What follows belongs to an exercise in optimizing a design on an open flow for small area and few clock cycles per item; a production flow would make more cautious choices.
The RTL was checked by simulation tests, not by an equivalence proof against the original design.
Power and IR drop assume default switching activity.

Setup of main:
Design fixed_point_q24_8_alu, start of the top module:
module fixed_point_q24_8_alu (
   input  logic              clock,
   input  logic              reset,
   input  logic              req_valid,
   output logic              req_ready,
   input  logic [3:0]        req_kind,
   input  logic [WORD_W-1:0] req_operand_a,
   input  logic [WORD_W-1:0] req_operand_b,
   output logic              rsp_valid,
   input  logic              rsp_ready,
   output logic [WORD_W-1:0] rsp_result_value,
   output logic              rsp_compare_flag,
   output logic              rsp_overflow_flag,
   output logic              rsp_divide_by_zero
);
   function automatic logic [WORD_W-1:0] inc_w(logic [WORD_W-1:0] x, logic c);
      logic [WORD_W-1:0] y;
      logic              cc;
      cc = c;
      for (int i = 0; i < WORD_W; i++) begin
         y[i] = x[i] ^ cc;
         cc = cc & x[i];
      end
      inc_w = y;
   endfunction
   function automatic logic [WORD_W-1:0] inc_b(logic [WORD_W-1:0] x, logic c);
      logic [WORD_W-1:0] y;
      logic              bc, cc;
      bc = c;
      for (int k = 0; k < WORD_W / 4; k++) begin
         cc = bc;
         for (int i = 0; i < 4; i++) begin
            y[4*k+i] = x[4*k+i] ^ cc;
            cc = cc & x[4*k+i];
         end
         bc = bc & (&x[4*k +: 4]);
      end
      inc_b = y;
   endfunction
   function automatic logic [WORD_W-1:0] abs_w(logic [WORD_W-1:0] x);
      logic [WORD_W-1:0] y;
      logic              seen;
      seen = 1'b0;
      for (int i = 0; i < WORD_W; i++) begin
         y[i] = x[i] ^ (x[WORD_W-1] & seen);
         seen = seen | x[i];
      end
      abs_w = y;
   endfunction
  ...
export LEC_CHECK = 0
export CAP_MARGIN = 20
export CORE_MARGIN = 2
export CORE_UTILIZATION = 40
export CTS_BUF_LIST = sky130_fd_sc_hd__clkbuf_8
export SLEW_MARGIN = 20
create_clock -name core_clock -period 15.0 [get_ports {clock}]
standard.sh (not shown) runs the stock make flow with config.mk's settings and CLKGATE_MAP_FILE= SYNTH_SCRIPT=/design/flow/synth_recipe.tcl, a recipe that flattens the netlist after the stock synthesis.
==> flow/flow/run.sh <==
#!/bin/bash
# Standard layout, with the port buffers made of buf_2 cells.
set -e
export BUFFER_PORTS_ARGS="-buffer_cell sky130_fd_sc_hd__buf_2"
bash standard.sh > standard.log 2>&1
Testbench counts of main, summed over its fixed seeds: cycles 23,173, items 16,000.
Edits applied to the flow inputs when going from main to the feature branch:
-- flow/design.v --
<<< main, line 169
      inc_b = y;
   endfunction
   function automatic logic [WORD_W-1:0] abs_w(logic [WORD_W-1:0] x);
      logic [WORD_W-1:0] y;
      logic              seen;
      seen = 1'b0;
      for (int i = 0; i < WORD_W; i++) begin
         y[i] = x[i] ^ (x[WORD_W-1] & seen);
         seen = seen | x[i];
      end
      abs_w = y;
   endfunction
   logic              vld, busy, op_div, op_md, neg, sticky, cmp_r, dz_r;
   logic [4:0]        cnt;
>>> the feature branch, line 169
      inc_b = y;
   endfunction
   logic              vld, busy, op_div, op_md, neg, sticky, cmp_r, dz_r;
   logic [4:0]        cnt;
<<< main, line 211
   assign na = req_operand_a[WORD_W-1];
   assign nb = req_operand_b[WORD_W-1];
   assign ma = abs_w(req_operand_a);
   assign mb = abs_w(req_operand_b);
   logic [WORD_W-1:0] av [0:4];
   logic [WORD_W-1:0] bv [0:4];
>>> the feature branch, line 201
   assign na = req_operand_a[WORD_W-1];
   assign nb = req_operand_b[WORD_W-1];
   assign ma = inc_b(req_operand_a ^ {WORD_W{na}}, na);
   assign mb = inc_b(req_operand_b ^ {WORD_W{nb}}, nb);
   logic [WORD_W-1:0] av [0:4];
   logic [WORD_W-1:0] bv [0:4];
==> notes.md <==
- The final layout from the feature branch, which completed every stage, passed the timing, DRC and antenna checks at the end of the flow.
- Taking main as the reference point, the proportion of power drawn by combinational gates of the feature branch falls by 1.0 points.
- The first-pass GRT wire length reported for the feature branch is smaller than that of main by about 6%.
- Across both runs, fmax was higher for the feature branch than for main.
- Going from main to the feature branch, core utilization moved up; sequential share of the synthesized area level; chip width level; count of clock-buffer cells in the layout moved down; final antenna diode count moved down.
- Non-clock buffer instance count of the final layout: the feature branch lower than main
- | measured slew at the worst slew-check pin | the feature branch vs main | 0.12 ns lower |
- Higher delay of the slowest cell on the worst path was reported by the feature branch, not main.
- Pin count of the biggest net entering global routing ends up higher on main.
- When the final numbers for main and the feature branch were put side by side, the portion of total power attributed to sequential cells turned out to be greater in main.
Testbench counts of the feature branch, summed over its fixed seeds: cycles 23,173, items 16,000.

* * *

Another version of the RTL of fixed_point_q24_8_alu (not shown whole).
Size: roughly 120 flip-flops, about 20000 um2 of cells after synthesis.
==> flow/config.mk <==
export PLATFORM = sky130hd
export DESIGN_NAME = fixed_point_q24_8_alu
export DESIGN_NICKNAME = fixed_point_q24_8_alu
export VERILOG_FILES = /design/flow/design.v
export SDC_FILE = /design/flow/constraint.sdc
export NUM_CORES = 4
export LEC_CHECK = 0
export CAP_MARGIN = 20
export CORE_MARGIN = 2
export CORE_UTILIZATION = 40
export CTS_BUF_LIST = sky130_fd_sc_hd__clkbuf_8
export SLEW_MARGIN = 20
==> flow/constraint.sdc <==
create_clock -name core_clock -period 15.0 [get_ports {clock}]
set_input_delay 3.0000 -clock core_clock [delete_from_list [all_inputs] [get_ports {clock}]]
set_output_delay 3.0000 -clock core_clock [all_outputs]
set_load 0.01 [all_outputs]
Scripts as last shown in full above: flow/flow/run.sh
Testbench counts at the start, summed over its fixed seeds: cycles 22,591, items 16,000.
==> next run, changes <==
--- a/flow/design.v
+++ b/flow/design.v
@@ -86,25 +86,24 @@
 module fqa_div_stage #(
    parameter bit SHARED = 1'b0
 ) (
    input  logic              is_div,
    input  logic              use_alt,
    input  logic [WORD_W:0]   alt_a,
    input  logic [WORD_W:0]   alt_b,
    input  logic              alt_c,
    output logic [WORD_W:0]   sum,
    input  logic [R_W-1:0]    r_in,
    input  logic [S_W-1:0]    s_in,
    input  logic              st_in,
-   input  logic              q_ovf,
    input  logic [WORD_W-1:0] d,
    output logic [R_W-1:0]    r_out,
    output logic [S_W-1:0]    s_out,
    output logic              st_out
 );
    localparam int HI_W = R_W - WORD_W - 1;    
    logic              x, c33, dsub;
    logic [WORD_W:0]   op2;
    logic [WORD_W+1:0] t;
    logic [HI_W-1:0]   hi;
    logic              hi_c;
    assign x = s_in[S_W-1];
@@ -118,25 +117,25 @@
       assign cc = use_alt ? alt_c : dsub;
    end else begin : g_nsh
       assign aa = r_in[WORD_W:0];
       assign bb = op2;
       assign cc = dsub;
    end
    assign t = {1'b0, aa} + {1'b0, bb} + {{(WORD_W+1){1'b0}}, cc};
    assign sum = t[WORD_W:0];
    assign c33 = t[WORD_W+1];
    assign {hi_c, hi} = {1'b0, r_in[R_W-1:WORD_W+1]} + {{HI_W{1'b0}}, c33 & !is_div};
    assign r_out = {hi[HI_W-2:0], t[WORD_W:0], 1'b0};
    assign s_out = {s_in[S_W-2:0], is_div & !t[WORD_W]};
-   assign st_out = st_in | (is_div ? (q_ovf & !t[WORD_W]) : (hi_c | hi[HI_W-1]));
+   assign st_out = st_in | (is_div ? x : (hi_c | hi[HI_W-1]));
 endmodule
 import fqa_pkg::*;
 module fixed_point_q24_8_alu (
    input  logic              clock,
    input  logic              reset,
    input  logic              req_valid,
    output logic              req_ready,
    input  logic [3:0]        req_kind,
    input  logic [WORD_W-1:0] req_operand_a,
    input  logic [WORD_W-1:0] req_operand_b,
    output logic              rsp_valid,
    input  logic              rsp_ready,
@@ -247,39 +246,35 @@
    assign start_mul = is_mul && !mul_zero && !mul_ovf;
    assign start_div = is_div && !div_dz && !div_zero && !div_ovf;
    assign imm_sticky = s_ovf || (is_mul && mul_ovf) || (is_div && (div_dz || div_ovf));
    assign imm_neg = (is_div && div_dz) ? na : (na ^ nb);
    logic [R_W-1:0] r_st [0:STEPS_PER_CYC];
    logic [S_W-1:0] s_st [0:STEPS_PER_CYC];
    logic           st_st [0:STEPS_PER_CYC];
    logic [WORD_W:0] sum_st [0:STEPS_PER_CYC-1];
    assign r_st[0] = r_q;
    assign s_st[0] = s_q;
    assign st_st[0] = sticky;
    assign sh_sum = sum_st[0];
-   logic q_ovf [0:STEPS_PER_CYC-1];
-   assign q_ovf[0] = cnt >= 5'd17;
-   assign q_ovf[1] = (cnt >= 5'd18) || (!neg && cnt >= 5'd17);
    for (genvar i = 0; i < STEPS_PER_CYC; i++) begin : g_step
       fqa_div_stage #(.SHARED(i == 0)) u_step (
          .is_div (op_div),
          .use_alt(!busy),
          .alt_a  ({req_operand_a[WORD_W-1], req_operand_a}),
          .alt_b  (sh_b),
          .alt_c  (sh_c),
          .sum    (sum_st[i]),
          .r_in   (r_st[i]),
          .s_in   (s_st[i]),
          .st_in  (st_st[i]),
-         .q_ovf  (q_ovf[i]),
          .d      (d_q),
          .r_out  (r_st[i+1]),
          .s_out  (s_st[i+1]),
          .st_out (st_st[i+1])
       );
    end
    always_ff @(posedge clock) begin
       if (reset) begin
          vld <= 1'b0;
          busy <= 1'b0;
       end else if (busy) begin
          if (cnt == 5'd1 || st_st[STEPS_PER_CYC]) begin
After rerunning: Flip-flop and latch count does not change. Worst setup slack got worse by 0.44 ns. Via count is higher by about 0.46%. Combinational power is about the same. Synthesized area is higher by about 1.3%. Cell count is higher by 0.67%. Wire length is lower by about 2.6%.
Testbench counts after the change, summed over its fixed seeds: cycles 23,027, items 16,000.

-- afterwards: timing with drivers on the ports --
How much do the figures lean on ideal ports? The routed layouts below were timed once more, with nothing changed but the port constraints. Step 1 assumes that a clkbuf_16 drives the clock port and a buf_2 every other input. Step 2 moves the port delays by t, midway between the first and last clock arrival at a register: inputs arrive t later, outputs are due t later. That takes back most of the time a late clock gives input paths. a / b / c = no drivers / after step 1 / after step 2; a / b = the first two.
run	t (ns)	slack for setup (ns)	slew at the worst register clock pin (ns)
main	0.560	1.399 / 1.436 / 0.876	0.10 / 0.10
the feature branch	0.560	1.517 / 1.554 / 0.994	0.10 / 0.10
the first run of note 2	0.543	1.173 / 1.166 / 0.623	0.09 / 0.09
the second run of note 2	0.548	0.735 / 0.769 / 0.221	0.10 / 0.10
After both steps setup and hold are still met in every run listed. For the first run of note 2, which loses most, drivers alone change the setup slack by -0.007 ns; drivers and shift together by -0.550 ns.
